This design comes from an exercise in tuning for small area on the open sky130 flow, not from production work.
Function was checked by simulation only, so behaviour that the tests miss may differ from the original.
Power is estimated from default activity; no workload was simulated. The clock port is modelled as an ideal driver; clocking choices that lean on that would not hold on a real chip.

## design/flow/run.sh

```bash
#!/bin/bash
# synth_recipe.tcl (not shown) runs the flow's synth.tcl, then flattens the netlist and writes it again
# the make line also repeats each setting of config.mk as NAME=value (left out here)
make -C /OpenROAD-flow-scripts/flow DESIGN_CONFIG=/design/flow/config.mk WORK_HOME=/design/flow/orfs CLKGATE_MAP_FILE= SYNTH_SCRIPT=/design/flow/synth_recipe.tcl finish
```

## design/flow/config.mk

```make
export PLATFORM = sky130hd
export DESIGN_NAME = cl_shell_bridge
export DESIGN_NICKNAME = cl_shell_bridge
export VERILOG_FILES = /design/flow/design.v
export SDC_FILE = /design/flow/constraint.sdc
export NUM_CORES = 4
export LEC_CHECK = 0
export CAP_MARGIN = 20
export CORE_MARGIN = 2
export CORE_UTILIZATION = 45
export PLACE_DENSITY = 0.6
export SLEW_MARGIN = 20
```

## design/flow/constraint.sdc

```tcl
create_clock -name core_clock -period 5.0 [get_ports {clk_main_a0}]
set_input_delay 1.0000 -clock core_clock [delete_from_list [all_inputs] [get_ports {clk_main_a0}]]
set_output_delay 1.0000 -clock core_clock [all_outputs]
set_load 0.01 [all_outputs]
```

## design/flow/design.v

```verilog
`default_nettype none
package shell_pkg;
   localparam int RST_SLICE_STAGES = 4;            
   localparam int NUM_DDR   = 4;
   localparam int DDR_C_IDX = 2;                   
   localparam logic [31:0] CL_ID0_WORD = {16'hF010, 16'h1A2B};
   localparam logic [31:0] CL_ID1_WORD = {16'h0D51, 16'h1A2B};
   typedef enum logic [1:0] {
      FLR_IDLE    = 2'd0,    
      FLR_ARMED   = 2'd1,    
      FLR_DONE_HI = 2'd2,    
      FLR_DONE_LO = 2'd3     
   } flr_state_t;
endpackage
`default_nettype wire
`default_nettype none
package ddr_stat_pkg;
   localparam int STAT_ADDR_W = 8;
   localparam int STAT_DATA_W = 32;
   localparam int STAT_INT_W  = 8;
   localparam int STAT_REQ_W = 2 + STAT_ADDR_W + STAT_DATA_W;            
   localparam int STAT_ACK_W = 1 + STAT_INT_W + STAT_DATA_W;             
   localparam int STAT_STAGES = 8;     
   localparam int NUM_STAT_CH = 3;
   typedef enum logic [1:0] {
      STAT_CH_A = 2'd0,
      STAT_CH_B = 2'd1,
      STAT_CH_D = 2'd2
   } stat_ch_t;
endpackage
`default_nettype wire
`timescale 1ns/1ps
`default_nettype none
import shell_pkg::*;
import ddr_stat_pkg::*;
module shell_ctrl
(
   input  logic                   clk_main_a0,
   input  logic                   sync_rst_n,
   input  logic                   flr_assert,       
   input  logic [NUM_STAT_CH-1:0] ddr_ready_abd,    
   input  logic                   ddr_c_ready,
   output logic                   flr_done,
   output logic [NUM_DDR-1:0]     ddr_ready,        
   output logic                   ddr_rst_n,
   output logic                   core_rst_n,
   output logic                   pipe_valid        
);
   shell_pkg::flr_state_t flr_state;
   shell_pkg::flr_state_t flr_state_nxt;
   logic       flr_assert_q;                        
   always_ff @(posedge clk_main_a0 or negedge sync_rst_n)
   begin
      if (!sync_rst_n)
      begin
         flr_assert_q <= 1'b0;
         flr_state    <= FLR_IDLE;
      end
      else
      begin
         flr_assert_q <= flr_assert;
         flr_state    <= flr_state_nxt;
      end
   end
   always_comb
   begin
      flr_state_nxt = flr_state;
      case (flr_state)
         FLR_IDLE:
            if (flr_assert)
               flr_state_nxt = FLR_ARMED;               
         FLR_ARMED:
            flr_state_nxt = FLR_DONE_HI;                
         FLR_DONE_HI:
            flr_state_nxt = flr_assert_q ? FLR_DONE_LO : FLR_IDLE;
         FLR_DONE_LO:
            flr_state_nxt = flr_assert_q ? FLR_DONE_HI : FLR_IDLE;
         default:
            flr_state_nxt = FLR_IDLE;
      endcase
   end
   assign flr_done = (flr_state == FLR_DONE_HI);
   logic ddr_c_ready_q;                             
   always_ff @(posedge clk_main_a0 or negedge sync_rst_n)
   begin
      if (!sync_rst_n)
         ddr_c_ready_q <= 1'b0;
      else
         ddr_c_ready_q <= ddr_c_ready;
   end
   assign ddr_ready = {ddr_ready_abd[NUM_STAT_CH-1:DDR_C_IDX],
                       ddr_c_ready_q,
                       ddr_ready_abd[DDR_C_IDX-1:0]};
   logic [3:0] rel_cnt;
   always_ff @(posedge clk_main_a0 or negedge sync_rst_n)
   begin
      if (!sync_rst_n)
         rel_cnt <= '0;
      else if (!rel_cnt[3])
         rel_cnt <= rel_cnt + 4'd1;
   end
   assign ddr_rst_n  = rel_cnt[3] | rel_cnt[2];
   assign core_rst_n = rel_cnt[3] | rel_cnt[2];
   assign pipe_valid = rel_cnt[3];
endmodule
`default_nettype wire
`timescale 1ns/1ps
`default_nettype none
import ddr_stat_pkg::*;
module ddr_stat_channel
(
   input  logic                   clk_main_a0,
   input  logic                   pipe_valid,       
   input  logic                   host_wr,          
   input  logic                   host_rd,          
   input  logic [STAT_ADDR_W-1:0] host_addr,
   input  logic [STAT_DATA_W-1:0] host_wdata,
   input  logic                   mem_ack,
   input  logic [STAT_INT_W-1:0]  mem_int,
   input  logic [STAT_DATA_W-1:0] mem_rdata,
   output logic                   mem_wr,
   output logic                   mem_rd,
   output logic [STAT_ADDR_W-1:0] mem_addr,
   output logic [STAT_DATA_W-1:0] mem_wdata,
   output logic                   host_ack,
   output logic [STAT_INT_W-1:0]  host_int,
   output logic [STAT_DATA_W-1:0] host_rdata
);
   logic [STAT_REQ_W-1:0] req_pipe [STAT_STAGES];    
   logic [STAT_ACK_W-1:0] ack_pipe [STAT_STAGES];    
   always_ff @(posedge clk_main_a0)
   begin
      req_pipe[0] <= {host_wr, host_rd, host_addr, host_wdata};
      ack_pipe[0] <= {mem_ack, mem_int, mem_rdata};
      for (int i = 1; i < STAT_STAGES; i++)
      begin
         req_pipe[i] <= req_pipe[i-1];              
         ack_pipe[i] <= ack_pipe[i-1];              
      end
   end
   assign {mem_wr, mem_rd, mem_addr, mem_wdata} = req_pipe[STAT_STAGES-1] & {STAT_REQ_W{pipe_valid}};
   assign {host_ack, host_int, host_rdata}      = ack_pipe[STAT_STAGES-1] & {STAT_ACK_W{pipe_valid}};
endmodule
`default_nettype wire
`timescale 1ns/1ps
`default_nettype none
import shell_pkg::*;
import ddr_stat_pkg::*;
module cl_shell_bridge
(
   input  logic                                    clk_main_a0,
   input  logic                                    sync_rst_n,
   input  logic                                    flr_assert,
   input  logic [NUM_STAT_CH-1:0]                  ddr_ready_abd,    
   input  logic                                    ddr_c_ready,
   input  logic [NUM_STAT_CH-1:0]                  host_stat_wr,
   input  logic [NUM_STAT_CH-1:0]                  host_stat_rd,
   input  logic [NUM_STAT_CH-1:0][STAT_ADDR_W-1:0] host_stat_addr,
   input  logic [NUM_STAT_CH-1:0][STAT_DATA_W-1:0] host_stat_wdata,
   input  logic [NUM_STAT_CH-1:0]                  mem_stat_ack,
   input  logic [NUM_STAT_CH-1:0][STAT_INT_W-1:0]  mem_stat_int,
   input  logic [NUM_STAT_CH-1:0][STAT_DATA_W-1:0] mem_stat_rdata,
   output logic                                    flr_done,
   output logic [NUM_DDR-1:0]                      ddr_ready,        
   output logic                                    ddr_rst_n,
   output logic                                    core_rst_n,
   output logic [31:0]                             cl_id0,
   output logic [31:0]                             cl_id1,
   output logic [NUM_STAT_CH-1:0]                  mem_stat_wr,
   output logic [NUM_STAT_CH-1:0]                  mem_stat_rd,
   output logic [NUM_STAT_CH-1:0][STAT_ADDR_W-1:0] mem_stat_addr,
   output logic [NUM_STAT_CH-1:0][STAT_DATA_W-1:0] mem_stat_wdata,
   output logic [NUM_STAT_CH-1:0]                  host_stat_ack,
   output logic [NUM_STAT_CH-1:0][STAT_INT_W-1:0]  host_stat_int,
   output logic [NUM_STAT_CH-1:0][STAT_DATA_W-1:0] host_stat_rdata
);
   assign cl_id0 = CL_ID0_WORD;     
   assign cl_id1 = CL_ID1_WORD;     
   logic pipe_valid;
   shell_ctrl u_ctrl (
      .clk_main_a0   (clk_main_a0),
      .sync_rst_n    (sync_rst_n),
      .flr_assert    (flr_assert),
      .ddr_ready_abd (ddr_ready_abd),
      .ddr_c_ready   (ddr_c_ready),
      .flr_done      (flr_done),
      .ddr_ready     (ddr_ready),
      .ddr_rst_n     (ddr_rst_n),
      .core_rst_n    (core_rst_n),
      .pipe_valid    (pipe_valid)
   );
   for (genvar ch = 0; ch < NUM_STAT_CH; ch++)
   begin : g_stat
      case (ch)
         STAT_CH_A:
         begin : g_a
            ddr_stat_channel u_stat_a (
               .clk_main_a0 (clk_main_a0),     .pipe_valid (pipe_valid),
               .host_wr     (host_stat_wr[ch]), .host_rd    (host_stat_rd[ch]),
               .host_addr   (host_stat_addr[ch]), .host_wdata (host_stat_wdata[ch]),
               .mem_ack     (mem_stat_ack[ch]), .mem_int    (mem_stat_int[ch]),
               .mem_rdata   (mem_stat_rdata[ch]),
               .mem_wr      (mem_stat_wr[ch]),  .mem_rd     (mem_stat_rd[ch]),
               .mem_addr    (mem_stat_addr[ch]), .mem_wdata  (mem_stat_wdata[ch]),
               .host_ack    (host_stat_ack[ch]), .host_int   (host_stat_int[ch]),
               .host_rdata  (host_stat_rdata[ch])
            );
         end
         STAT_CH_B:
         begin : g_b
            ddr_stat_channel u_stat_b (
               .clk_main_a0 (clk_main_a0),     .pipe_valid (pipe_valid),
               .host_wr     (host_stat_wr[ch]), .host_rd    (host_stat_rd[ch]),
               .host_addr   (host_stat_addr[ch]), .host_wdata (host_stat_wdata[ch]),
               .mem_ack     (mem_stat_ack[ch]), .mem_int    (mem_stat_int[ch]),
               .mem_rdata   (mem_stat_rdata[ch]),
               .mem_wr      (mem_stat_wr[ch]),  .mem_rd     (mem_stat_rd[ch]),
               .mem_addr    (mem_stat_addr[ch]), .mem_wdata  (mem_stat_wdata[ch]),
               .host_ack    (host_stat_ack[ch]), .host_int   (host_stat_int[ch]),
               .host_rdata  (host_stat_rdata[ch])
            );
         end
         default:
         begin : g_d
            ddr_stat_channel u_stat_d (
               .clk_main_a0 (clk_main_a0),     .pipe_valid (pipe_valid),
               .host_wr     (host_stat_wr[ch]), .host_rd    (host_stat_rd[ch]),
               .host_addr   (host_stat_addr[ch]), .host_wdata (host_stat_wdata[ch]),
               .mem_ack     (mem_stat_ack[ch]), .mem_int    (mem_stat_int[ch]),
               .mem_rdata   (mem_stat_rdata[ch]),
               .mem_wr      (mem_stat_wr[ch]),  .mem_rd     (mem_stat_rd[ch]),
               .mem_addr    (mem_stat_addr[ch]), .mem_wdata  (mem_stat_wdata[ch]),
               .host_ack    (host_stat_ack[ch]), .host_int   (host_stat_int[ch]),
               .host_rdata  (host_stat_rdata[ch])
            );
         end
      endcase
   end
endmodule
`default_nettype wire
```

==> impl_metrics.json, run 1 <==
{
  "io_buffers": 505,
  "ys_warn_count": 4,
  "synth_top_area_share_pct": 93.8,
  "cp_num_buf_inv": 2,
  "dr.pass1.iters": 4,
  "fin_area_mm2": 0.0547,
  "cts_setup_buffers": 0,
  "grt_use_total_pct": 12.5,
  "powerDensity_mw_per_mm2": 571,
  "fmax_ghz": 0.239,
  "worstHoldStart": "g_stat[2].g_d.u_stat_d.req_pipe[2][12]",
  "synth_area_leaders": "dfxtp_1, and2_1, buf_4, dfrtp_1, buf_6",
  "final-setup-viol-count": 0,
  "fin_crit_ps": 4190,
  "rows": 112,
  "irDropWorstVdd_mv": 0.349,
  "r2r-start": "u_ctrl.rel_cnt[3]",
  "yosysSeqAreaShare_pct": 94.3,
  "cts_buffer_depth": 3,
  "dpl_cell_area_mm2": 0.0486,
  "ys_types": 20,
  "crit_required_ps": 4000,
  "yosys.area.top_type": "dfxtp_1",
  "final_cell_mix": "dfxtp_1, clkdlybuf4s50_1, and2_1",
  "htree_levels": 4,
  "cts_buffers": 176,
  "place_hpwl_um": 39200,
  "syn_area_mm2": 0.0425,
  "async_flop_share_pct": 0.400,
  "core_mm2": 0.0935,
  "slowest_stage": "dfrtp_4",
  "drv_slew": 0,
  "syn_area_per_cell_um2": 17.9,
  "final_common_cell": "dfxtp_1",
  "tns_ps": 0,
  "max_slew_margin_pct": 39.8,
  "overflow": 0,
  "yosys_register_bits": 2000,
  "worst_r2r_endpoint": "u_ctrl.rel_cnt[1]",
  "start_util_pct": 45.5,
  "finalCritPeriodShare_pct": 83.7,
  "cts.reportedPaths.clkPinSlew_ps": 60,
  "grt_pass1_wl_um": 91600,
  "timing.final.hold_violations": 0,
  "grt_max_degree": 159,
  "worstPathMaxFanout": 158,
  "syn_to_final_growth_pct": 28.6,
  "synthCells": 2370,
  "cp.arrival_ps": 3190,
  "vias_per_cell": 3.77,
  "clock-root-buffer": "clkbuf_16",
  "routed_wl_um": 60900,
  "cts_hold_buf": 0,
  "crit_chain": "buf_12 -> and2_1 -> clkdlybuf4s50_1",
  "die_h_um": 311,
  "p_int_uw": 25300,
  "antenna_found_initial": 11,
  "critical-path-max-stage-delay_ps": 960,
  "min_path_type": "reg -> reg",
  "grt_pass1_vias": 16900,
  "crit_path_start_kind": "register",
  "end_kind": "output pin",
  "switchingPower_uw": 5910,
  "synth_edf_count": 0,
  "rrSetupSlack_ps": 3570,
  "timing.max_cap.violations": 0,
  "p_leak_uw": 0.0227,
  "swShare_pct": 18.9,
  "remaining_drc_errors": 0,
  "clock_latency_ps": 750,
  "status": "timing/DRC/antenna clean",
  "die_width_um": 311,
  "cts_tree": "done",
  "critPathTopFamily": "buffers and inverters",
  "cts.repair.resized": 0,
  "crit_type": "reg -> out",
  "place_congestion": 0.764,
  "hold_end": "g_stat[2].g_d.u_stat_d.req_pipe[3][12]",
  "cts.sinks": 2000,
  "rr_worst_depth": 1,
  "hold_depth": 0,
  "synth_flop_cell": "dfxtp_1",
  "layout-drive-gt1-share_pct": 9.04,
  "fin_nets": 3267,
  "finalClockSkew_ps": 20.8,
  "hold_slack_ps": 310,
  "ant_nets": 0,
  "die-area_mm2": 0.0970,
  "pwr-share-clk_pct": 43.6,
  "worstMarginPinSlew_ps": 903,
  "p_comb_share_pct": 1.9,
  "p_seq_share_pct": 54.5,
  "first_iter_violations": 548,
  "ioPinCount": 576,
  "wl_per_cell_um": 13.8,
  "vias": 16600,
  "rsz0062_at_grt": "false"
}
sequential cells by signal, summed over array words and instances (netlist names):
signal	flops
g_stat.g_a.u_stat_a.ack_pipe	328
g_stat.g_a.u_stat_a.req_pipe	336
g_stat.g_b.u_stat_b.ack_pipe	328
g_stat.g_b.u_stat_b.req_pipe	336
g_stat.g_d.u_stat_d.ack_pipe	328
g_stat.g_d.u_stat_d.req_pipe	336
u_ctrl.ddr_c_ready_q	1
u_ctrl.flr_assert_q	1
u_ctrl.flr_state	2
u_ctrl.rel_cnt	4
area by class of cell:
| cell class | instances | area, um^2 |
|---|---|---|
| fillers | 7062 | 38800 |
| clock inverters | 62 | 877 |
| repair buffers | 506 | 5070 |
| multi-input cells | 325 | 1900 |
| flip-flops and latches | 2000 | 40100 |
| diodes | 6 | 15.0 |
| clock buffers | 260 | 5180 |
| well taps | 1254 | 1570 |
| inverters | 1 | 3.75 |
per-stage QoR:
stage | utilization [%] | setup slack (ps) | power (uW) | instances
5_1_grt | 58.5 | 539 | 32400 | 4414
2_1_floorplan | - | 2880 | 17500 | 2432
3_5_place_dp | 52.0 | 1610 | 18000 | 4086
3_3_place_gp | 52.0 | 1670 | 17900 | 4086
4_1_cts | 58.5 | 759 | 31600 | 4408
6_report | 58.5 | 814 | 31200 | 4414
synth_stat cells (all sizes together), types with 2 or more instances:
| master | number |
|---|---|
| nand2b | 2 |
| buf | 96 |
| dfrtp | 8 |
| dfxtp | 1992 |
| and2 | 249 |
| clkbuf | 10 |
| xnor2 | 2 |
| conb | 2 |
routing by layer:
layer	vias to the layer above	GRT usage (%)	part of all wire, %
li1	8423	-	-
met1	7624	13.2	40
met2	458	21.8	51
met3	135	4.82	6.6
met4	8	6.04	3.0
met5	-	0	0.080
worst max path at each step:
stage                            from             endpoint  slack, ps  cells after the start
floorplan            ddr_ready_abd[0]         ddr_ready[0]       2880                      1
detailed placement  u_ctrl.rel_cnt[3]  host_stat_rdata[84]       1610                      3
global route        u_ctrl.rel_cnt[3]   mem_stat_wdata[73]        540                      3
CTS                 u_ctrl.rel_cnt[3]   mem_stat_wdata[87]        760                      3
finish              u_ctrl.rel_cnt[3]   mem_stat_wdata[73]        810                      3
global placement    u_ctrl.rel_cnt[3]    host_stat_int[17]       1670                      3
power groups by stage:
stage	Clock, uW	Sequential [uW]	Combinational, uW
floorplan	0	17300	212
global placement	0	17300	601
detailed placement	0	17400	604
CTS	14000	17000	610
global route	14700	17100	638
finish	13600	17000	602
logic make-up after synthesis:
logic type | count (synthesis) | synth area share (%)
DFF | 2000 | 94.3
and+or+nand+nor | 254 | 3.75
buffers and inverters | 107 | 1.83
AOI/OAI and AO/OA | 3 | 0.0441
other | 2 | 0.0177
xor gates and xnor gates | 2 | 0.0412
adders and majority gates | 1 | 0.0294
muxes | 1 | 0.0353
==> run 2: changes to the inputs <==
==> design/flow/flow/run.sh (new file) <==
#!/bin/bash
# Standard layout, with plain buf_1 port buffers and no CTS dummy loads.
set -euo pipefail
bash standard.sh \
  "BUFFER_PORTS_ARGS=-buffer_cell sky130_fd_sc_hd__buf_1" \
  "CTS_ARGS=-sink_clustering_enable -repair_clock_nets -dont_use_dummy_load" \
  finish > flow_make.log 2>&1
==> design/flow/standard.sh (new file) <==
#!/bin/bash
# synth_recipe.tcl (not shown) runs the flow's synth.tcl, then flattens the netlist and writes it again
# the make line also repeats each setting of config.mk as NAME=value (left out here)
make -C /OpenROAD-flow-scripts/flow DESIGN_CONFIG=/design/flow/config.mk WORK_HOME=/design/flow/orfs CLKGATE_MAP_FILE= SYNTH_SCRIPT=/design/flow/synth_recipe.tcl "${@:-finish}"
removed: design/flow/run.sh
==> run 2 against run 1 <==
  * Clock-buffer cell count down 83
  * Worst setup slack better by 600 ps
  * First-iteration DRC count up 6.9%
  * Non-clock buffer count up 1
  * Hold slack worse by 50 ps
  * Critical endpoint is now host_stat_rdata[31]
  * Area after synthesis unchanged
  * Via count down 1.1%
  * Critical path type unchanged
  * Maximum frequency up 17%
==> impl_metrics.json, run 2 <==
{
  "synth_top_area_share_pct": 93.8,
  "first_iter_violations": 586,
  "vias_per_cell": 3.86,
  "drv_slew": 0,
  "finalClockSkew_ps": 59.0,
  "crit_path_start_kind": "register",
  "io_buffers": 505,
  "ys_warn_count": 4,
  "place_congestion": 0.780,
  "core_mm2": 0.0935,
  "htree_levels": 4,
  "fin_crit_ps": 3590,
  "place_hpwl_um": 37400,
  "ant_nets": 0,
  "tns_ps": 0,
  "worst_r2r_endpoint": "u_ctrl.rel_cnt[1]",
  "start_util_pct": 45.5,
  "p_leak_uw": 0.0205,
  "remaining_drc_errors": 0,
  "fin_area_mm2": 0.0499,
  "rr_worst_depth": 2,
  "irDropWorstVdd_mv": 0.336,
  "clock-root-buffer": "clkbuf_16",
  "rows": 112,
  "yosys.area.top_type": "dfxtp_1",
  "timing.final.hold_violations": 0,
  "max_slew_margin_pct": 50.4,
  "crit_required_ps": 4000,
  "wl_per_cell_um": 13.5,
  "die-area_mm2": 0.0970,
  "powerDensity_mw_per_mm2": 569,
  "antenna_found_initial": 4,
  "synthCells": 2370,
  "grt_use_total_pct": 11.8,
  "cts_setup_buffers": 0,
  "fin_nets": 3269,
  "synth_edf_count": 0,
  "status": "timing/DRC/antenna clean",
  "cts_hold_buf": 0,
  "cp.arrival_ps": 2590,
  "vias": 16500,
  "die_h_um": 311,
  "synth_top_cells_by_count": "dfxtp_1, and2_1, buf_4, buf_2, clkbuf_2",
  "cts.reportedPaths.clkPinSlew_ps": 60,
  "min_path_type": "in -> async",
  "crit_type": "reg -> out",
  "dpl_cell_area_mm2": 0.0455,
  "cts_buffer_depth": 3,
  "cts_tree": "done",
  "dr.pass1.iters": 4,
  "end_kind": "output pin",
  "grt_pass1_vias": 16900,
  "syn_to_final_growth_pct": 17.4,
  "final-setup-viol-count": 0,
  "grt_max_degree": 120,
  "cts.sinks": 2000,
  "r2r-start": "u_ctrl.rel_cnt[3]",
  "setup_ws_ps": 1410,
  "timing.max_cap.violations": 0,
  "overflow": 0,
  "cts_buffers": 177,
  "synth_flop_cell": "dfxtp_1",
  "synth_area_leaders": "dfxtp_1, and2_1, buf_4, dfrtp_1, buf_6",
  "die_width_um": 311,
  "reg_top3": "g_stat.g_a.u_stat_a.req_pipe (336), g_stat.g_b.u_stat_b.req_pipe (336), g_stat.g_d.u_stat_d.req_pipe (336)",
  "final_common_cell": "dfxtp_1",
  "cts.repair.resized": 0,
  "rrSetupSlack_ps": 3230,
  "clock_latency_ps": 730,
  "routed_wl_um": 57600,
  "syn_area_mm2": 0.0425,
  "worstPathMaxFanout": 119,
  "ys_types": 20,
  "synth_most_common_cell": "dfxtp_1",
  "yosys_register_bits": 2000,
  "rsz0062_at_grt": "false",
  "yosysSeqAreaShare_pct": 94.3,
  "final_cell_mix": "dfxtp_1, buf_1, and2_1",
  "finalCritPeriodShare_pct": 71.7,
  "dp_slack_ps": 2090,
  "antenna_cells": 0,
  "worstMarginPinSlew_ps": 743,
  "async_flop_share_pct": 0.400,
  "syn_area_per_cell_um2": 17.9,
  "grt_pass1_wl_um": 87500,
  "ioPinCount": 576,
  "fmax_ghz": 0.279,
  "layout-drive-gt1-share_pct": 6.05,
  "total_power_uw": 28400
}
-- run 2: metrics by stage --
step / instances / hold slack (ps) / util [%]
6_report: 4264 / 260 / 53.4
5_1_grt: 4264 / 233 / 53.4
4_1_cts: 4264 / 198 / 53.4
3_5_place_dp: 4087 / 312 / 48.7
3_3_place_gp: 4087 / 310 / 48.7
2_1_floorplan: 2432 / 310 / -
-- run 2: kinds of logic after synthesis --
kind of cell | Yosys count | share of synthesized area (%)
xor+xnor | 2 | 0.0412
other cells | 2 | 0.0177
fa+ha+maj | 1 | 0.0294
flops | 2000 | 94.3
compound gates | 3 | 0.0441
buf+inv | 107 | 1.83
simple gates | 254 | 3.75
mux | 1 | 0.0353
-- run 2: area by class of cell --
type	count	area, um^2
inverters	1	3.75
repair buffers	507	1920
well taps	1254	1570
flip-flops and latches	2000	40100
clock buffers	177	4430
multi-input cells	325	1900
fillers	7540	43600
-- run 2: critical path, cell delays in order, from the launching register on --
cell     delay, ps
dfrtp_4        890
buf_12         330
and2_1         250
buf_1          210
-- run 2: worst max-delay path by stage --
| stage | startpoint | slack, ps | endpoint |
|---|---|---|---|
| 2_1_floorplan | ddr_ready_abd[0] | 2880 | ddr_ready[0] |
| 3_3_place_gp | u_ctrl.rel_cnt[3] | 2150 | host_stat_rdata[31] |
| 3_5_place_dp | u_ctrl.rel_cnt[3] | 2090 | host_stat_rdata[31] |
| 4_1_cts | u_ctrl.rel_cnt[3] | 1310 | host_stat_rdata[31] |
| 5_1_grt | u_ctrl.rel_cnt[3] | 1200 | host_stat_rdata[31] |
| 6_report | u_ctrl.rel_cnt[3] | 1410 | host_stat_rdata[31] |
-- run 2: layer usage --
metal / up-vias / global-route usage (%) / share of wire [%] / wire length [um]
li1: 8277 / - / - / -
met1: 7596 / 12.5 / 40 / 23100
met2: 455 / 20.8 / 50 / 29100
met3: 130 / 4.00 / 6.4 / 3700
met4: 2 / 5.65 / 2.9 / 1650
met5: - / 0 / 0.023 / 13
-- run 2: power by group --
group / switching (uW) / internal [uW]
Sequential: 199 / 16800
Combinational: 204 / 143
Clock: 4850 / 6180
Total: 5260 / 23100
==> run 3: changes to the inputs <==
==> design/flow/flow/run.sh (replaced) <==
#!/bin/bash
# Standard layout, with plain buf_1 port buffers, larger CTS clusters and no dummy loads.
set -euo pipefail
bash standard.sh \
  "BUFFER_PORTS_ARGS=-buffer_cell sky130_fd_sc_hd__buf_1" \
  "CTS_ARGS=-sink_clustering_enable -repair_clock_nets -dont_use_dummy_load -sink_clustering_size 30 -sink_clustering_max_diameter 80" \
  finish > flow_make.log 2>&1
==> run 3 against run 2 <==
  * Maximum frequency grew 1.4%
  * Sequential power is essentially flat
  * Synthesized cell count is the same
  * Via count fell by 4.1%
  * Still clean
  * Clock power shrank 36%
  * Register-to-register slack better by 20 ps
  * Non-clock buffer count is the same
  * First-iteration DRC count up 17%
  * Routed wire length decreased by 3.9%
  * Largest power group unchanged
==> impl_metrics.json, run 3 <==
{
  "status": "timing/DRC/antenna clean",
  "synthCells": 2370,
  "crit_required_ps": 4000,
  "dr.pass1.iters": 4,
  "start_util_pct": 45.5,
  "irDropWorstVdd_mv": 0.313,
  "vias": 15800,
  "reg_top3": "g_stat.g_a.u_stat_a.req_pipe (336), g_stat.g_b.u_stat_b.req_pipe (336), g_stat.g_d.u_stat_d.req_pipe (336)",
  "synth_most_common_cell": "dfxtp_1",
  "layout-drive-gt1-share_pct": 2.92,
  "finalCritPeriodShare_pct": 70.7,
  "crit_type": "reg -> out",
  "grt_use_total_pct": 11.1,
  "place_congestion": 0.780,
  "grt_max_degree": 120,
  "die_h_um": 311,
  "clock_latency_ps": 670,
  "timing.max_cap.violations": 0,
  "place_hpwl_um": 37400,
  "gr-usage-met3_pct": 3.11,
  "antenna_found_initial": 5,
  "use_met2_pct": 19.8,
  "regArea_mm2": 0.0401,
  "cts_buffers": 80,
  "finalClockSkew_ps": 81.2,
  "min_path_type": "reg -> reg",
  "clock-root-buffer": "clkbuf_16",
  "antenna_cells": 0,
  "worstPathMaxFanout": 119,
  "cts.reportedPaths.clkPinSlew_ps": 100,
  "crit_path_start_kind": "register",
  "ys_types": 20,
  "worstMarginPinSlew_ps": 733,
  "hold_slack_ps": 272,
  "ys_warn_count": 4,
  "multi_input_area_mm2": 0.00190,
  "synth_top_area_share_pct": 93.8,
  "busiest_layer": "met2",
  "timing.final.hold_violations": 0,
  "grt_use_met1_pct": 12.6,
  "synth_edf_count": 0,
  "crit_chain": "buf_12 -> and2_1 -> buf_1",
  "final_common_cell": "dfxtp_1",
  "synth_flop_cell": "dfxtp_1",
  "cts_setup_buffers": 0,
  "fin_nets": 3172,
  "fin_crit_ps": 3540,
  "cts_tree": "done",
  "tns_ps": 0,
  "cts_buffer_depth": 3,
  "fmax_ghz": 0.283,
  "cts.repair.resized": 0,
  "yosys_register_bits": 2000,
  "synth_top_cells_by_count": "dfxtp_1, and2_1, buf_4, buf_2, clkbuf_2",
  "die_width_um": 311,
  "ioPinCount": 576,
  "first_iter_violations": 687,
  "critical-path-max-stage-delay_ps": 900,
  "cp.arrival_ps": 2540,
  "grt_pass1_wl_um": 83100,
  "cts_hold_buf": 0,
  "core_mm2": 0.0935,
  "fill_cells": 7793,
  "routed_wl_um": 55300,
  "synth_area_leaders": "dfxtp_1, and2_1, buf_4, dfrtp_1, buf_6",
  "final_cell_mix": "dfxtp_1, buf_1, and2_1",
  "final-setup-viol-count": 0,
  "htree_levels": 3,
  "end_kind": "output pin",
  "syn_to_final_growth_pct": 11.7,
  "rrSetupSlack_ps": 3250,
  "drv_slew": 0,
  "ant_nets": 0,
  "rsz0062_at_grt": "false",
  "die-area_mm2": 0.0970,
  "async_flop_share_pct": 0.400,
  "vias_per_cell": 3.79,
  "syn_area_per_cell_um2": 17.9,
  "syn_area_mm2": 0.0425,
  "wl_per_cell_um": 13.3,
  "max_slew_margin_pct": 51.2,
  "remaining_drc_errors": 0,
  "powerDensity_mw_per_mm2": 514,
  "yosys.area.top_type": "dfxtp_1",
  "yosysSeqAreaShare_pct": 94.3,
  "cts.sinks": 2000,
  "rows": 112,
  "slowest_stage": "dfrtp_4",
  "grt_pass1_vias": 15700,
  "overflow": 0,
  "io_buffers": 505,
  "p_leak_uw": 0.0193
}
-- run 3: stage by stage --
stage          worst slack, ps  area [um^2]  utilization (%)  cells  power, uW
2_1_floorplan             2880        42800                -   2432      17500
3_3_place_gp              2150        45500             48.7   4087      17700
3_5_place_dp              2090        45500             48.7   4087      17700
4_1_cts                   1350        47500             50.8   4167      24700
5_1_grt                   1230        47500             50.8   4167      25400
6_report                  1460        47500             50.8   4167      24400
-- run 3: kinds of logic after synthesis --
group	count (synthesis)	share of synthesized area, %
AO/OA/AOI/OAI	3	0.0441
XOR/XNOR	2	0.0412
adder cells (fa/ha/maj)	1	0.0294
buffers and inverters	107	1.83
flip-flops	2000	94.3
multiplexers	1	0.0353
other	2	0.0177
AND/OR/NAND/NOR	254	3.75
-- run 3: final cells by class --
| cell class | instances | share of cell area (%) |
|---|---|---|
| Clock buffer | 80 | 4.22 |
| Multi-Input combinational cell | 325 | 4.00 |
| Tap cell | 1254 | 3.30 |
| Inverter | 1 | 0.00791 |
| Sequential cell | 2000 | 84.4 |
| Timing Repair Buffer | 507 | 4.05 |
-- run 3: critical path, delay by kind of cell (launching register included) --
kind	cells	cell delay, ps
flops	1	900
buf+inv	2	540
simple gates	1	250
-- run 3: routing by layer --
metal,vias up,wire [um]
met5,-,27
met4,4,1710
met3,112,3020
met2,372,27400
met1,7224,23100
li1,8081,-
-- run 3: final timing paths --
check,startpoint,end,depth (start not counted)
max,u_ctrl.rel_cnt[3],host_stat_rdata[31],3
min reg2reg,g_stat[0].g_a.u_stat_a.req_pipe[2][5],g_stat[0].g_a.u_stat_a.req_pipe[3][5],0
min,g_stat[0].g_a.u_stat_a.req_pipe[2][5],g_stat[0].g_a.u_stat_a.req_pipe[3][5],0
min in group asynchronous,sync_rst_n,u_ctrl.ddr_c_ready_q,1
max reg2reg,u_ctrl.rel_cnt[3],u_ctrl.rel_cnt[1],2
max in group asynchronous,sync_rst_n,u_ctrl.rel_cnt[3],1
-- run 3: power by group --
group	switching [uW]	leakage [uW]	total [uW]	internal (uW)
Combinational	202	0.00145	345	143
Clock	4210	0.000986	7090	2880
Sequential	197	0.0169	17000	16800
==> run 4: changes to the inputs <==
==> design/flow/flow/run.sh (replaced) <==
#!/bin/bash
# Standard layout, with plain buf_1 port buffers, larger CTS clusters and no dummy loads.
set -euo pipefail
bash standard.sh \
  "BUFFER_PORTS_ARGS=-buffer_cell sky130_fd_sc_hd__buf_1" \
  "CTS_ARGS=-sink_clustering_enable -repair_clock_nets -dont_use_dummy_load -sink_clustering_size 36 -sink_clustering_max_diameter 70" \
  finish > flow_make.log 2>&1
==> run 4 against run 3 <==
  * Largest power group unchanged
  * Sequential share of layout area increased by 0.13 points
  * Worst setup slack improved by 44 ps
  * Non-clock buffer count unchanged
  * Die area unchanged
  * Cell count about the same
==> impl_metrics.json, run 4 <==
{
  "io_buffers": 505,
  "syn_to_final_growth_pct": 11.5,
  "rows": 112,
  "vias": 15800,
  "cts_buffers": 77,
  "timing.max_cap.violations": 0,
  "die_h_um": 311,
  "worstMarginPinSlew_ps": 739,
  "syn_area_mm2": 0.0425,
  "async_flop_share_pct": 0.400,
  "fin_crit_ps": 3490,
  "antenna_found_initial": 5,
  "wl_per_cell_um": 13.3,
  "htree_levels": 3,
  "finalClockSkew_ps": 90.4,
  "timing.final.hold_violations": 0,
  "cts_tree": "done",
  "synth_most_common_cell": "dfxtp_1",
  "ant_nets": 0,
  "grt_pass1_wl_um": 83200,
  "reg_top3": "g_stat.g_a.u_stat_a.req_pipe (336), g_stat.g_b.u_stat_b.req_pipe (336), g_stat.g_d.u_stat_d.req_pipe (336)",
  "max_slew_margin_pct": 50.7,
  "ys_warn_count": 4,
  "critical-path-max-stage-delay_ps": 890,
  "cts_buffer_depth": 3,
  "startpoint": "u_ctrl.rel_cnt[3]",
  "first_iter_violations": 755,
  "final_common_cell": "dfxtp_1",
  "tns_ps": 0,
  "start_util_pct": 45.5,
  "final_cell_mix": "dfxtp_1, buf_1, and2_1",
  "synth_top_cells_by_count": "dfxtp_1, and2_1, buf_4, buf_2, clkbuf_2",
  "crit_type": "reg -> out",
  "end_kind": "output pin",
  "cts_setup_buffers": 0,
  "layout-drive-gt1-share_pct": 2.82,
  "drv_slew": 0,
  "synth_area_leaders": "dfxtp_1, and2_1, buf_4, dfrtp_1, buf_6",
  "powerDensity_mw_per_mm2": 512,
  "status": "timing/DRC/antenna clean",
  "worstPathMaxFanout": 119,
  "syn_area_per_cell_um2": 17.9,
  "synthCells": 2370,
  "crit_chain": "buf_12 -> and2_1 -> buf_1",
  "slowest_stage": "dfrtp_4",
  "yosys.area.top_type": "dfxtp_1",
  "cts_hold_buf": 0,
  "fmax_ghz": 0.286,
  "cts.reportedPaths.clkPinSlew_ps": 120,
  "p_leak_uw": 0.0193,
  "irDropWorstVdd_mv": 0.342,
  "rr_worst_depth": 2,
  "clock_latency_ps": 650,
  "yosys_register_bits": 2000,
  "antenna_cells": 0,
  "grt_max_degree": 120,
  "yosysSeqAreaShare_pct": 94.3,
  "worst_r2r_endpoint": "u_ctrl.rel_cnt[1]",
  "cp.arrival_ps": 2490,
  "place_hpwl_um": 37400,
  "cp_num_buf_inv": 2,
  "crit_path_start_kind": "register",
  "die-area_mm2": 0.0970,
  "min_path_type": "reg -> reg",
  "ys_types": 20,
  "synth_top_area_share_pct": 93.8,
  "dr.pass1.iters": 4,
  "fin_nets": 3169,
  "clock-root-buffer": "clkbuf_16",
  "ioPinCount": 576,
  "routed_wl_um": 55300,
  "rrSetupSlack_ps": 3280,
  "core_mm2": 0.0935,
  "remaining_drc_errors": 0,
  "hold_end": "g_stat[0].g_a.u_stat_a.ack_pipe[1][33]",
  "vias_per_cell": 3.79,
  "synth_edf_count": 0,
  "cts.repair.resized": 0,
  "final-setup-viol-count": 0,
  "overflow": 0,
  "rsz0062_at_grt": "false",
  "worstHoldStart": "g_stat[0].g_a.u_stat_a.ack_pipe[0][33]",
  "synth_flop_cell": "dfxtp_1",
  "grt_use_total_pct": 11.1,
  "grt_pass1_vias": 15800,
  "r2r-start": "u_ctrl.rel_cnt[3]",
  "place_congestion": 0.780,
  "finalCritPeriodShare_pct": 69.8,
  "die_width_um": 311,
  "critPathTopFamily": "flip-flops",
  "hold_depth": 0,
  "cts.sinks": 2000,
  "fin_util_pct": 50.7,
  "crit_required_ps": 4000
}
[run 4: power breakdown]
part | internal, uW | total (uW) | switching [uW]
Combinational | 143 | 345 | 202
Sequential | 16800 | 17000 | 197
Clock | 2780 | 6960 | 4180
[run 4: cell families (layout without fill, tap and decap cells)]
group / count (synthesis) / after routing / share of synthesized area [%]
other: 2 / 64 / 0.0177
buffers and inverters: 107 / 585 / 1.83
adder cells (fa/ha/maj): 1 / 1 / 0.0294
XOR/XNOR: 2 / 2 / 0.0412
AO/OA/AOI/OAI: 3 / 3 / 0.0441
multiplexers: 1 / 1 / 0.0353
flip-flops: 2000 / 2000 / 94.3
AND/OR/NAND/NOR: 254 / 254 / 3.75
[run 4: cell type report]
cell class	count	area (um^2)
timing repair buffer	507	1920
multi-input combinational	325	1900
sequential	2000	40100
inverter	1	3.75
tap	1254	1570
fill	7811	46100
clock buffer	77	1930
[run 4: metrics by stage]
step                instances  hold slack [ps]  power, uW  area, um^2  setup slack, ps
floorplan                2432              310      17500       42800             2880
global placement         4087              310      17700       45500             2150
detailed placement       4087              312      17700       45500             2090
CTS                      4164              248      24600       47400             1390
global route             4164              236      25300       47400             1280
finish                   4164              246      24300       47400             1510
[run 4: worst max-delay path by stage]
| stage | depth (start not counted) | slack (ps) | to |
|---|---|---|---|
| 2_1_floorplan | 1 | 2880 | ddr_ready[0] |
| 3_3_place_gp | 3 | 2150 | host_stat_rdata[31] |
| 3_5_place_dp | 3 | 2090 | host_stat_rdata[31] |
| 4_1_cts | 3 | 1390 | host_stat_rdata[31] |
| 5_1_grt | 3 | 1280 | host_stat_rdata[31] |
| 6_report | 3 | 1510 | mem_stat_addr[19] |
[run 4: worst register-to-register path, delay by kind of cell (launching register included)]
kind	cells	cell delay, ps
mux	1	390
flops	1	890
buf+inv	1	370
[run 4: layer usage]
layer  track usage, %  up-vias  share of wire, %
met5                0        -             0.049
met3             3.23       98               5.6
met2             19.9      363                50
met1             12.6     7245                42
met4             3.66        4               2.6
li1                 -     8055                 -
==> run 5: changes to the inputs <==
==> design/flow/flow/run.sh (replaced) <==
#!/bin/bash
# Standard layout, with plain buf_1 port buffers, larger CTS clusters and no dummy loads.
set -euo pipefail
bash standard.sh \
  "BUFFER_PORTS_ARGS=-buffer_cell sky130_fd_sc_hd__buf_1" \
  "CTS_ARGS=-sink_clustering_enable -repair_clock_nets -dont_use_dummy_load -sink_clustering_size 36 -sink_clustering_max_diameter 100" \
  finish > flow_make.log 2>&1
==> run 5 against run 4 <==
  * Still clean
  * Clock skew decreased by 25 ps
  * Critical path depth unchanged
  * Area after synthesis unchanged
  * Die area unchanged
  * Sequential cell count unchanged
  * Hold slack improved by 24 ps
  * Combinational power about the same
  * Clock-buffer cell count decreased by 9
  * Critical path type unchanged
  * Highest routed layer unchanged
==> impl_metrics.json, run 5 <==
{
  "crit_path_start_kind": "register",
  "synth_edf_count": 0,
  "cp.arrival_ps": 2550,
  "die_h_um": 311,
  "irDropWorstVdd_mv": 0.341,
  "max_slew_margin_pct": 49.6,
  "die_width_um": 311,
  "reg_top3": "g_stat.g_a.u_stat_a.req_pipe (336), g_stat.g_b.u_stat_b.req_pipe (336), g_stat.g_d.u_stat_d.req_pipe (336)",
  "p_leak_uw": 0.0192,
  "first_iter_violations": 767,
  "routed_wl_um": 55100,
  "synthCells": 2370,
  "vias": 15700,
  "wl_per_cell_um": 13.3,
  "crit_required_ps": 4000,
  "r2r-start": "u_ctrl.rel_cnt[3]",
  "place_congestion": 0.780,
  "worstHoldStart": "g_stat[0].g_a.u_stat_a.ack_pipe[3][7]",
  "ioPinCount": 576,
  "ys_types": 20,
  "layout-drive-gt1-share_pct": 2.52,
  "hold_depth": 0,
  "timing.final.hold_violations": 0,
  "clock_latency_ps": 650,
  "final_cell_mix": "dfxtp_1, buf_1, and2_1",
  "cts_tree": "done",
  "synth_flop_cell": "dfxtp_1",
  "grt_pass1_wl_um": 83000,
  "finalCritPeriodShare_pct": 71.1,
  "cts_buffer_depth": 3,
  "syn_to_final_growth_pct": 11.0,
  "powerDensity_mw_per_mm2": 507,
  "fin_area_mm2": 0.0472,
  "core_mm2": 0.0935,
  "fin_nets": 3160,
  "rows": 112,
  "remaining_drc_errors": 0,
  "place_inst": 4087,
  "tns_ps": 0,
  "antenna_found_initial": 4,
  "yosys.area.top_type": "dfxtp_1",
  "worstMarginPinSlew_ps": 756,
  "dpl_cell_area_mm2": 0.0455,
  "cts_buffers": 68,
  "fmax_ghz": 0.281,
  "fin_crit_ps": 3550,
  "crit_type": "reg -> out",
  "yosysSeqAreaShare_pct": 94.3,
  "cts.reportedPaths.clkPinSlew_ps": 120,
  "ys_warn_count": 4,
  "cts_hold_buf": 0,
  "rr_worst_depth": 2,
  "synth_most_common_cell": "dfxtp_1",
  "timing.max_cap.violations": 0,
  "ant_nets": 0,
  "die-area_mm2": 0.0970,
  "final_common_cell": "dfxtp_1",
  "place_hpwl_um": 37400,
  "syn_area_per_cell_um2": 17.9,
  "grt_max_degree": 120,
  "async_flop_share_pct": 0.400,
  "hold_end": "g_stat[0].g_a.u_stat_a.ack_pipe[4][7]",
  "overflow": 0,
  "cts_setup_buffers": 0,
  "htree_levels": 3,
  "cts.sinks": 2000,
  "start_util_pct": 45.5,
  "syn_area_mm2": 0.0425,
  "synth_top_cells_by_count": "dfxtp_1, and2_1, buf_4, buf_2, clkbuf_2",
  "io_buffers": 505,
  "grt_use_total_pct": 11.1,
  "synth_top_area_share_pct": 93.8,
  "rsz0062_at_grt": "false",
  "worstPathMaxFanout": 119,
  "cts.repair.resized": 0,
  "worst_r2r_endpoint": "u_ctrl.rel_cnt[1]",
  "finalClockSkew_ps": 65.3,
  "vias_per_cell": 3.79,
  "status": "timing/DRC/antenna clean",
  "rrSetupSlack_ps": 3220,
  "grt_pass1_vias": 15700,
  "finalNonFillerCells": 4156,
  "yosys_register_bits": 2000,
  "final-setup-viol-count": 0,
  "clock-root-buffer": "clkbuf_16",
  "fin_util_pct": 50.5,
  "dr.pass1.iters": 4,
  "synth_area_leaders": "dfxtp_1, and2_1, buf_4, dfrtp_1, buf_6",
  "total_power_uw": 23900,
  "min_path_type": "reg -> reg",
  "drv_slew": 0,
  "end_kind": "output pin"
}
==> run 5: cell counts after synthesis <==
Identical to the previous run, type by type.
==> run 5: per-layer routing <==
metal / share of wire, % / track usage [%] / up-vias
li1: - / - / 8039
met1: 42 / 12.7 / 7268
met2: 50 / 19.8 / 344
met3: 5.2 / 3.00 / 85
met4: 2.7 / 3.74 / 2
met5: 0.024 / 0 / -
==> run 5: cell families (layout without fill, tap and decap cells) <==
group	Yosys count	count (layout)	synth area share, %
flops	2000	2000	94.3
simple gates	254	254	3.75
buf+inv	107	576	1.83
compound gates	3	3	0.0441
other cells	2	65	0.0177
xor+xnor	2	2	0.0412
fa+ha+maj	1	1	0.0294
mux	1	1	0.0353
==> run 5: power breakdown <==
| part | internal, uW | switching (uW) |
|---|---|---|
| combinational | 143 | 202 |
| sequential | 16800 | 197 |
| clock | 2480 | 4120 |
==> run 5: worst max path at each step <==
stage / startpoint / end / slack, ps / depth (start not counted)
2_1_floorplan: ddr_ready_abd[0] / ddr_ready[0] / 2880 / 1
3_3_place_gp: u_ctrl.rel_cnt[3] / host_stat_rdata[31] / 2150 / 3
3_5_place_dp: u_ctrl.rel_cnt[3] / host_stat_rdata[31] / 2090 / 3
4_1_cts: u_ctrl.rel_cnt[3] / host_stat_rdata[31] / 1350 / 3
5_1_grt: u_ctrl.rel_cnt[3] / host_stat_rdata[31] / 1220 / 3
6_report: u_ctrl.rel_cnt[3] / mem_stat_addr[19] / 1450 / 3
==> run 5: worst max-delay path: stages (launching register included) <==
cell and delay (ps):
dfrtp_4 930, buf_12 330, and2_1 250, buf_1 160
==> run 5: final cells by class <==
cell class / instances / area (um^2)
Sequential cell: 2000 / 40100
Tap cell: 1254 / 1570
Clock buffer: 68 / 1700
Fill cell: 7833 / 46300
Inverter: 1 / 3.75
Antenna cell: 1 / 2.50
Timing Repair Buffer: 507 / 1920
Multi-Input combinational cell: 325 / 1900
==> run 5: per-stage QoR <==
step,setup slack (ps),hold WS [ps]
after global placement,2150,310
after global routing,1220,269
after floorplan,2880,310
final,1450,271
after CTS,1350,270
after detailed placement,2090,312
==> run 6: changes to the inputs <==
--- a/design/flow/flow/run.sh
+++ b/design/flow/flow/run.sh
@@ -6,2 +6,3 @@
   "CTS_ARGS=-sink_clustering_enable -repair_clock_nets -dont_use_dummy_load -sink_clustering_size 36 -sink_clustering_max_diameter 100" \
+  "SKIP_REPAIR_TIE_FANOUT=1" \
   finish > flow_make.log 2>&1
==> run 6 against run 5 <==
  * Routed wire length is 0.50% lower
  * Hold slack better by 1.4 ps
  * Cell count is 1.5% lower
  * Clock skew is 3.8 ps lower
  * Critical path type unchanged
  * Largest cell class unchanged
  * Highest routed layer unchanged
==> impl_metrics.json, run 6 <==
{
  "hold_slack_ps": 272,
  "fill_cells": 7791,
  "worst_r2r_endpoint": "u_ctrl.rel_cnt[1]",
  "wl_per_cell_um": 13.4,
  "cts_setup_buffers": 0,
  "die-area_mm2": 0.0970,
  "syn_to_final_growth_pct": 10.3,
  "start_util_pct": 45.5,
  "final-setup-viol-count": 0,
  "timing.final.hold_violations": 0,
  "cts_buffers": 66,
  "die_h_um": 311,
  "dp_slack_ps": 2380,
  "drv_slew": 0,
  "p_seq_share_pct": 71.1,
  "tns_ps": 0,
  "remaining_drc_errors": 0,
  "worstPathMaxFanout": 254,
  "synth_top_cells_by_count": "dfxtp_1, and2_1, buf_4, buf_2, clkbuf_2",
  "cts.reportedPaths.clkPinSlew_ps": 110,
  "final_common_cell": "dfxtp_1",
  "fmax_ghz": 0.295,
  "hold_end": "g_stat[0].g_a.u_stat_a.ack_pipe[7][36]",
  "yosys_register_bits": 2000,
  "synth_top_area_share_pct": 93.8,
  "min_path_type": "reg -> reg",
  "final_cell_mix": "dfxtp_1, buf_1, and2_1",
  "core_mm2": 0.0935,
  "setup_ws_ps": 1610,
  "end_kind": "output pin",
  "crit_path_start_kind": "register",
  "cts_buffer_depth": 3,
  "yosys.area.top_type": "dfxtp_1",
  "worstHoldStart": "g_stat[0].g_a.u_stat_a.ack_pipe[6][36]",
  "grt_pass1_vias": 15300,
  "syn_area_mm2": 0.0425,
  "grt_max_degree": 255,
  "die_width_um": 311,
  "clock_latency_ps": 650,
  "dr.pass1.iters": 4,
  "layout-drive-gt1-share_pct": 2.47,
  "ys_warn_count": 4,
  "p_comb_share_pct": 1.5,
  "async_flop_share_pct": 0.400,
  "cts.sinks": 2000,
  "synth_most_common_cell": "dfxtp_1",
  "cp.arrival_ps": 2390,
  "finalCritPeriodShare_pct": 67.7,
  "irDropWorstVdd_mv": 0.305,
  "first_iter_violations": 741,
  "ioPinCount": 576,
  "rr_worst_depth": 2,
  "cts_hold_buf": 0,
  "io_buffers": 505,
  "overflow": 0,
  "ant_nets": 0,
  "fin_crit_ps": 3390,
  "antenna_found_initial": 8,
  "cts.repair.resized": 0,
  "cts_tree": "done",
  "crit_chain": "buf_12 -> and2_1 -> buf_1",
  "synthCells": 2370,
  "rrSetupSlack_ps": 3580,
  "max_slew_margin_pct": 25.2,
  "timing.max_cap.violations": 0,
  "vias_per_cell": 3.78,
  "routed_wl_um": 54800,
  "place_congestion": 0.760,
  "vias": 15500,
  "crit_type": "reg -> out",
  "p_int_uw": 19300,
  "synth_flop_cell": "dfxtp_1",
  "synth_area_leaders": "dfxtp_1, and2_1, buf_4, dfrtp_1, buf_6",
  "slowest_stage": "buf_12",
  "grt_pass1_wl_um": 82000,
  "swShare_pct": 19.0,
  "crit_required_ps": 4000,
  "powerDensity_mw_per_mm2": 509,
  "place_hpwl_um": 36600,
  "synth_edf_count": 0,
  "rows": 112,
  "ys_types": 20,
  "status": "timing/DRC/antenna clean",
  "worstMarginPinSlew_ps": 1120,
  "critPathTopFamily": "buffers and inverters",
  "p_leak_uw": 0.0190,
  "clock-root-buffer": "clkbuf_16",
  "rsz0062_at_grt": "false",
  "finalClockSkew_ps": 61.5,
  "syn_area_per_cell_um2": 17.9,
  "critical-path-max-stage-delay_ps": 450,
  "grt_use_total_pct": 10.9,
  "switchingPower_uw": 4530,
  "r2r-start": "u_ctrl.rel_cnt[3]",
  "cp_num_buf_inv": 2,
  "yosysSeqAreaShare_pct": 94.3,
  "reg_top3": "g_stat.g_a.u_stat_a.req_pipe (336), g_stat.g_b.u_stat_b.req_pipe (336), g_stat.g_d.u_stat_d.req_pipe (336)",
  "htree_levels": 3,
  "hold_depth": 0,
  "fin_nets": 3095,
  "pwr-share-clk_pct": 27.4
}
==> run 6: cell counts after synthesis <==
No cell type changed its count.
==> run 6: worst max-delay path by stage <==
stage / from / end / slack [ps] / cells after the start
after CTS: u_ctrl.rel_cnt[3] / mem_stat_addr[3] / 1620 / 3
after floorplan: ddr_ready_abd[0] / ddr_ready[0] / 2880 / 1
after global routing: u_ctrl.rel_cnt[3] / host_stat_int[12] / 1460 / 3
final: u_ctrl.rel_cnt[3] / host_stat_rdata[34] / 1610 / 3
after detailed placement: u_ctrl.rel_cnt[3] / mem_stat_addr[3] / 2380 / 3
after global placement: u_ctrl.rel_cnt[3] / mem_stat_addr[0] / 2430 / 3
==> run 6: cell families (layout without fill, tap and decap cells) <==
logic type,after synthesis,count (layout),synth area share (%)
DFF,2000,2000,94.3
and+or+nand+nor,254,254,3.75
buffers and inverters,107,573,1.83
AOI/OAI and AO/OA,3,3,0.0441
other,2,4,0.0177
xor gates and xnor gates,2,2,0.0412
adders and majority gates,1,1,0.0294
muxes,1,1,0.0353
==> run 6: metrics by stage <==
stage | util (%) | std cells | cell area, um^2 | total power [uW]
2_1_floorplan | - | 2370 | 42500 | 17500
3_3_place_gp | 48.4 | 4024 | 45200 | 17700
3_5_place_dp | 48.4 | 4024 | 45200 | 17700
4_1_cts | 50.2 | 4090 | 46900 | 24200
5_1_grt | 50.2 | 4091 | 46900 | 24800
6_report | 50.2 | 4092 | 46900 | 23900
==> run 6: area by class of cell <==
type                    instances  area [um^2]  area share (%)
multi-input cells             263         1670            3.55
diodes                          2         5.00          0.0107
flip-flops and latches       2000        40100            85.5
well taps                    1254         1570            3.35
repair buffers                506         1920            4.09
inverters                       1         3.75         0.00800
clock buffers                  66         1650            3.52
==> run 6: power by group through the flow <==
stage	Combinational (uW)	Sequential [uW]	Clock, uW
final	350	17000	6540
after global routing	381	17100	7360
after CTS	359	17000	6850
after detailed placement	356	17400	0
after global placement	355	17300	0
after floorplan	212	17300	0
==> run 6: layer usage <==
metal / wire, um / vias up / global-route usage (%)
li1: - / 7977 / -
met1: 23500 / 7028 / 12.9
met2: 26200 / 352 / 18.6
met3: 3150 / 121 / 2.86
met4: 1850 / 10 / 4.96
met5: 66 / - / 0
==> run 7: changes to the inputs <==
==> design/flow/flow/run.sh (replaced) <==
#!/bin/bash
# Standard layout, with plain buf_1 port buffers, larger CTS clusters and no dummy loads.
set -euo pipefail
bash standard.sh \
  "BUFFER_PORTS_ARGS=-buffer_cell sky130_fd_sc_hd__buf_1" \
  "CTS_ARGS=-sink_clustering_enable -repair_clock_nets -dont_use_dummy_load -sink_clustering_size 20 -sink_clustering_max_diameter 50 -buf_list sky130_fd_sc_hd__clkbuf_8 -root_buf sky130_fd_sc_hd__clkbuf_16" \
  finish > flow_make.log 2>&1
==> run 7 against run 6 <==
  * Non-clock buffer count increased by 1
  * Final area increased by 0.94%
  * Sequential power about the same
  * Die area unchanged
  * Routed wire length increased by 1.5%
  * Combinational power decreased by 1%
  * Largest power group unchanged
  * Highest routed layer unchanged
  * Critical endpoint is now host_stat_rdata[31]
  * Critical path type unchanged
  * Clock skew increased by 41 ps
  * Cell count increased by 3.2%
==> impl_metrics.json, run 7 <==
{
  "cts_setup_buffers": 0,
  "final_cell_mix": "dfxtp_1, buf_1, and2_1",
  "wl_per_cell_um": 13.2,
  "crit_chain": "buf_12 -> and2_1 -> buf_1",
  "async_flop_share_pct": 0.400,
  "tns_ps": 0,
  "timing.max_cap.violations": 0,
  "vias": 16100,
  "regArea_mm2": 0.0401,
  "worstHoldStart": "g_stat[0].g_a.u_stat_a.ack_pipe[3][7]",
  "synth_compound_area_share_pct": 0.0441,
  "crit_path_start_kind": "register",
  "synth_edf_count": 0,
  "ys_warn_count": 4,
  "die-area_mm2": 0.0970,
  "synth_area_leaders": "dfxtp_1, and2_1, buf_4, dfrtp_1, buf_6",
  "hold_depth": 0,
  "cts_tree": "done",
  "min_path_type": "reg -> reg",
  "finalClockSkew_ps": 103,
  "synth-simple-area-share_pct": 3.75,
  "first_iter_violations": 546,
  "drv_slew": 0,
  "remaining_drc_errors": 0,
  "finalNonFillerCells": 4222,
  "final-setup-viol-count": 0,
  "irDropWorstVdd_mv": 0.351,
  "cp.arrival_ps": 2590,
  "grt_use_total_pct": 11.3,
  "synth_xor_area_share_pct": 0.0412,
  "powerDensity_mw_per_mm2": 506,
  "rr_worst_depth": 2,
  "place_congestion": 0.780,
  "slowest_stage": "dfrtp_4",
  "cts_hold_buf": 0,
  "dr.pass1.iters": 4,
  "ys_types": 20,
  "synth_flop_cell": "dfxtp_1",
  "ant_nets": 0,
  "finalCritPeriodShare_pct": 71.7,
  "worstMarginPinSlew_ps": 755,
  "critical-path-max-stage-delay_ps": 920,
  "worstPathMaxFanout": 119,
  "synth.area.mux_share_pct": 0.0353,
  "layout-drive-gt1-share_pct": 4.68,
  "synth_top_family_by_area": "simple AND/OR/NAND/NOR gates",
  "htree_levels": 4,
  "place_hpwl_um": 37400,
  "place_inst": 4087,
  "multi_input_area_mm2": 0.00190,
  "grt_max_degree": 120,
  "fill_cells": 7842,
  "syn_area_mm2": 0.0425,
  "grt_pass1_vias": 16300,
  "cts.reportedPaths.clkPinSlew_ps": 110,
  "synthAdderAreaFrac_pct": 0.0294,
  "final_common_cell": "dfxtp_1",
  "end_kind": "output pin",
  "grt_pass1_wl_um": 83900,
  "die_h_um": 311,
  "status": "timing/DRC/antenna clean",
  "fin_crit_ps": 3590,
  "synth_top_cells_by_count": "dfxtp_1, and2_1, buf_4, buf_2, clkbuf_2",
  "antenna_found_initial": 4,
  "fmax_ghz": 0.279,
  "yosys.area.top_type": "dfxtp_1",
  "r2r-start": "u_ctrl.rel_cnt[3]",
  "hold_end": "g_stat[0].g_a.u_stat_a.ack_pipe[4][7]",
  "syn_to_final_growth_pct": 11.3,
  "timing.final.hold_violations": 0,
  "overflow": 0,
  "cts.repair.resized": 0,
  "reg_top3": "g_stat.g_a.u_stat_a.req_pipe (336), g_stat.g_b.u_stat_b.req_pipe (336), g_stat.g_d.u_stat_d.req_pipe (336)",
  "clock_latency_ps": 690,
  "ioPinCount": 576,
  "io_buffers": 505,
  "routed_wl_um": 55600,
  "max_slew_margin_pct": 49.7,
  "start_util_pct": 45.5,
  "synth_most_common_cell": "dfxtp_1",
  "die_width_um": 311,
  "p_leak_uw": 0.0193,
  "crit_required_ps": 4000,
  "fin_nets": 3226,
  "rsz0062_at_grt": "false",
  "clock-root-buffer": "clkbuf_16",
  "crit_type": "reg -> out",
  "syn_area_per_cell_um2": 17.9,
  "synth_top_area_share_pct": 93.8,
  "cts_buffers": 134,
  "worst_r2r_endpoint": "u_ctrl.rel_cnt[1]",
  "cts_buffer_depth": 3,
  "cts.sinks": 2000,
  "rrSetupSlack_ps": 3230,
  "core_mm2": 0.0935,
  "synthCells": 2370,
  "yosysSeqAreaShare_pct": 94.3,
  "vias_per_cell": 3.80,
  "yosys_register_bits": 2000,
  "rows": 112
}
run 7: where the power goes:
group | internal, uW | switching, uW
Sequential | 16800 | 195
Combinational | 143 | 202
Clock | 2430 | 4210
Total | 19400 | 4600
run 7: stage by stage:
stage / setup slack (ps) / util, % / total power, uW / hold slack (ps) / cell area (um^2)
2_1_floorplan: 2880 / - / 17500 / 310 / 42800
6_report: 1410 / 50.6 / 24000 / 229 / 47300
3_5_place_dp: 2090 / 48.7 / 17700 / 312 / 45500
4_1_cts: 1290 / 50.6 / 24300 / 201 / 47300
5_1_grt: 1190 / 50.6 / 25000 / 230 / 47300
3_3_place_gp: 2150 / 48.7 / 17700 / 310 / 45500
run 7: how the worst max path moves through the flow:
stage | to | cells past startpoint | slack [ps] | startpoint
final | host_stat_rdata[31] | 3 | 1410 | u_ctrl.rel_cnt[3]
after global routing | host_stat_rdata[31] | 3 | 1190 | u_ctrl.rel_cnt[3]
after global placement | host_stat_rdata[31] | 3 | 2150 | u_ctrl.rel_cnt[3]
after floorplan | ddr_ready[0] | 1 | 2880 | ddr_ready_abd[0]
after CTS | host_stat_rdata[31] | 3 | 1290 | u_ctrl.rel_cnt[3]
after detailed placement | host_stat_rdata[31] | 3 | 2090 | u_ctrl.rel_cnt[3]
run 7: cell families (layout without fill, tap and decap cells):
group                    after synthesis  count (layout)
buffers and inverters                107             642
other                                  2              65
multiplexers                           1               1
AO/OA/AOI/OAI                          3               3
AND/OR/NAND/NOR                      254             254
flip-flops                          2000            2000
XOR/XNOR                               2               2
adder cells (fa/ha/maj)                1               1
run 7: cell type report:
class,instances,area share [%]
clock buffer,134,3.92
antenna,1,0.00529
sequential,2000,84.7
inverter,1,0.00793
timing repair buffer,507,4.06
tap,1254,3.31
multi-input combinational,325,4.01
run 7: worst max-delay path: cells and delay by family, from the launching register on:
kind,cells,cell delay [ps]
simple gates,1,250
buf+inv,2,540
flops,1,920
run 7: metal layers:
metal	share of wire [%]	vias to the layer above	GRT usage, %
li1	-	8168	-
met1	41	7344	12.4
met2	49	430	19.7
met3	6.2	116	3.70
met4	3.0	2	5.38
met5	0.023	-	0
==> run 8: changes to the inputs <==
==> design/flow/flow/run.sh (replaced) <==
#!/bin/bash
# Standard layout, with buf_1 port buffers and CTS tuned for large sink clusters
# without dummy loads. All tool output goes to flow_make.log and ORFS's own logs.
set -euo pipefail
bash standard.sh \
  "BUFFER_PORTS_ARGS=-buffer_cell sky130_fd_sc_hd__buf_1" \
  "CTS_ARGS=-sink_clustering_enable -repair_clock_nets -dont_use_dummy_load -sink_clustering_size 36 -sink_clustering_max_diameter 100" \
  finish > flow_make.log 2>&1
--- a/design/flow/config.mk
+++ b/design/flow/config.mk
@@ -9,4 +9,4 @@
 export CORE_MARGIN = 2
-export CORE_UTILIZATION = 45
-export PLACE_DENSITY = 0.6
+export CORE_UTILIZATION = 60
+export PLACE_DENSITY = 0.7
 export SLEW_MARGIN = 20
==> run 8 against run 7 <==
  * Final area is 1.5% lower
  * Cell count is 9.1% lower
  * Sequential power about the same
  * Critical endpoint is now mem_stat_wdata[58]
  * Non-clock buffer count unchanged
  * First-iteration DRC count up 22%
  * Sequential share of layout area up 1.3 points
  * Largest power group unchanged
  * Largest cell class unchanged
  * Synthesized cell count is the same
  * Global-route usage up 3.3 points
  * Still clean on timing, DRC and antenna
==> impl_metrics.json, run 8 <==
{
  "htree_levels": 2,
  "ioPinCount": 576,
  "layout-drive-gt1-share_pct": 2.28,
  "die_width_um": 270,
  "end_kind": "output pin",
  "synth_top_area_share_pct": 93.8,
  "multi_input_area_mm2": 0.00190,
  "overflow": 0,
  "powerDensity_mw_per_mm2": 506,
  "async_flop_share_pct": 0.400,
  "hold_slack_ps": 286,
  "syn_area_mm2": 0.0425,
  "dr.pass1.iters": 6,
  "synth_most_common_cell": "dfxtp_1",
  "irDropWorstVdd_mv": 0.386,
  "finalClockSkew_ps": 39.6,
  "fin_nets": 3153,
  "status": "timing/DRC/antenna clean",
  "fmax_ghz": 0.306,
  "rows": 97,
  "ant_nets": 0,
  "p_leak_uw": 0.0191,
  "core_mm2": 0.0701,
  "cts.repair.resized": 0,
  "grt_pass1_vias": 15700,
  "syn_to_final_growth_pct": 9.67,
  "grt_use_total_pct": 14.6,
  "cts_buffer_depth": 3,
  "vias": 15800,
  "ys_warn_count": 4,
  "fill_cells": 4805,
  "synth_edf_count": 0,
  "die_h_um": 270,
  "ys_types": 20,
  "remaining_drc_errors": 0,
  "total_power_uw": 23600,
  "yosysSeqAreaShare_pct": 94.3,
  "cts_tree": "done",
  "reg_top3": "g_stat.g_a.u_stat_a.req_pipe (336), g_stat.g_b.u_stat_b.req_pipe (336), g_stat.g_d.u_stat_d.req_pipe (336)",
  "crit_required_ps": 4000,
  "drv_slew": 0,
  "clock-root-buffer": "clkbuf_16",
  "cts_hold_buf": 0,
  "slowest_stage": "dfrtp_4",
  "crit_chain": "buf_12 -> and2_1 -> buf_1",
  "vias_per_cell": 4.11,
  "fin_util_pct": 66.5,
  "max_slew_margin_pct": 62.7,
  "fin_crit_ps": 3270,
  "cts_buffers": 61,
  "final_cell_mix": "dfxtp_1, buf_1, and2_1",
  "syn_area_per_cell_um2": 17.9,
  "synth_top_cells_by_count": "dfxtp_1, and2_1, buf_4, buf_2, clkbuf_2",
  "min_path_type": "in -> async",
  "io_buffers": 505,
  "worstPathMaxFanout": 116,
  "final-setup-viol-count": 0,
  "cp.arrival_ps": 2270,
  "timing.max_cap.violations": 0,
  "yosys_register_bits": 2000,
  "tns_ps": 0,
  "place_congestion": 0.808,
  "grt_pass1_wl_um": 82400,
  "synth_flop_cell": "dfxtp_1",
  "regArea_mm2": 0.0401,
  "cts.reportedPaths.clkPinSlew_ps": 120,
  "crit_path_start_kind": "register",
  "final_common_cell": "dfxtp_1",
  "start_util_pct": 60.6,
  "wl_per_cell_um": 14.4,
  "synth_area_leaders": "dfxtp_1, and2_1, buf_4, dfrtp_1, buf_6",
  "yosys.area.top_type": "dfxtp_1",
  "synthCells": 2370,
  "cts_setup_buffers": 0,
  "cts.sinks": 2000,
  "clock_latency_ps": 660,
  "timing.final.hold_violations": 0,
  "first_iter_violations": 667,
  "rsz0062_at_grt": "false",
  "grt_max_degree": 140,
  "critical-path-max-stage-delay_ps": 760,
  "finalCritPeriodShare_pct": 65.5,
  "routed_wl_um": 55300,
  "crit_type": "reg -> out",
  "place_hpwl_um": 37600,
  "worstMarginPinSlew_ps": 560,
  "antenna_found_initial": 6,
  "die-area_mm2": 0.0730
}
run 8: cell counts after synthesis:
Identical to the previous run, type by type.
run 8: metal layers:
metal  up-vias  GRT usage, %  wire (um)
met5         -             0         46
met4         8          5.82       2060
met3       125          3.48       2890
met2       359          25.7      27000
met1      7228          17.3      23400
li1       8035             -          -
run 8: logic make-up after synthesis:
kind of cell / share of synthesized area, %
xor gates and xnor gates: 0.0412
and+or+nand+nor: 3.75
AOI/OAI and AO/OA: 0.0441
DFF: 94.3
other: 0.0177
buffers and inverters: 1.83
adders and majority gates: 0.0294
muxes: 0.0353
run 8: cell type report:
class | instances | share of cell area, %
sequential | 2000 | 85.9
inverter | 1 | 0.00805
timing repair buffer | 507 | 4.17
tap | 940 | 2.52
clock buffer | 61 | 3.27
antenna | 2 | 0.0107
multi-input combinational | 325 | 4.07
run 8: worst max-delay path: cells and delay by family (launching register included):
family                 cells  cell delay [ps]
DFF                        1              760
and+or+nand+nor            1              220
buffers and inverters      2              510
run 8: final timing paths:
path | start | endpoint | slack (ps) | depth (start not counted)
worst min register to register | g_stat[0].g_a.u_stat_a.ack_pipe[0][17] | g_stat[0].g_a.u_stat_a.ack_pipe[1][17] | 310 | 0
min in group core_clock | g_stat[0].g_a.u_stat_a.ack_pipe[0][17] | g_stat[0].g_a.u_stat_a.ack_pipe[1][17] | 310 | 0
worst max-delay path | u_ctrl.rel_cnt[3] | mem_stat_wdata[58] | 1730 | 3
worst max register to register | u_ctrl.rel_cnt[3] | u_ctrl.rel_cnt[1] | 3780 | 1
worst min-delay path | sync_rst_n | u_ctrl.flr_state[0] | 290 | 1
max in group asynchronous | sync_rst_n | u_ctrl.rel_cnt[3] | 4290 | 1
run 8: stage by stage:
| stage | instances | setup WS [ps] | area (um^2) |
|---|---|---|---|
| finish | 3836 | 1730 | 46600 |
| global route | 3834 | 1570 | 46600 |
| CTS | 3833 | 1170 | 46600 |
| detailed placement | 3772 | 1920 | 45100 |
| global placement | 3772 | 2080 | 45100 |
| floorplan | 2432 | 2880 | 42800 |
run 8: power breakdown:
part / leakage [uW] / internal, uW / switching, uW
combinational: 0.00146 / 143 / 214
clock: 0.000752 / 2210 / 4010
sequential: 0.0169 / 16800 / 205

## afterwards: timing with drivers on the ports
In the flow no input, the clock included, has a driving cell. The finished layouts below were timed again as built, in two steps.
Step 1 sets driving cells, clkbuf_16 on the clock port and buf_2 on the other inputs (assumed; they add their load-dependent delay and slew).
Step 2 also shifts input and output timing later by t, the mid clock arrival at the registers, as if the neighbouring blocks saw the same clock.
a / b / c = no drivers / after step 1 / after step 2; a / b = the first two.
| run | t, ns | setup slack, ns |
|---|---|---|
| run 1 | 0.806 | 0.814 / 0.747 / 1.553 |
| run 2 | 0.768 | 1.413 / 1.345 / 2.113 |
| run 3 | 0.699 | 1.465 / 1.398 / 2.096 |
| run 4 | 0.686 | 1.509 / 1.442 / 2.128 |
| run 5 | 0.689 | 1.447 / 1.379 / 2.068 |
| run 6 | 0.684 | 1.613 / 1.547 / 2.231 |
| run 7 | 0.700 | 1.413 / 1.347 / 2.047 |
| run 8 | 0.700 | 1.727 / 1.664 / 2.364 |
After both steps setup and hold are still met in every run listed.
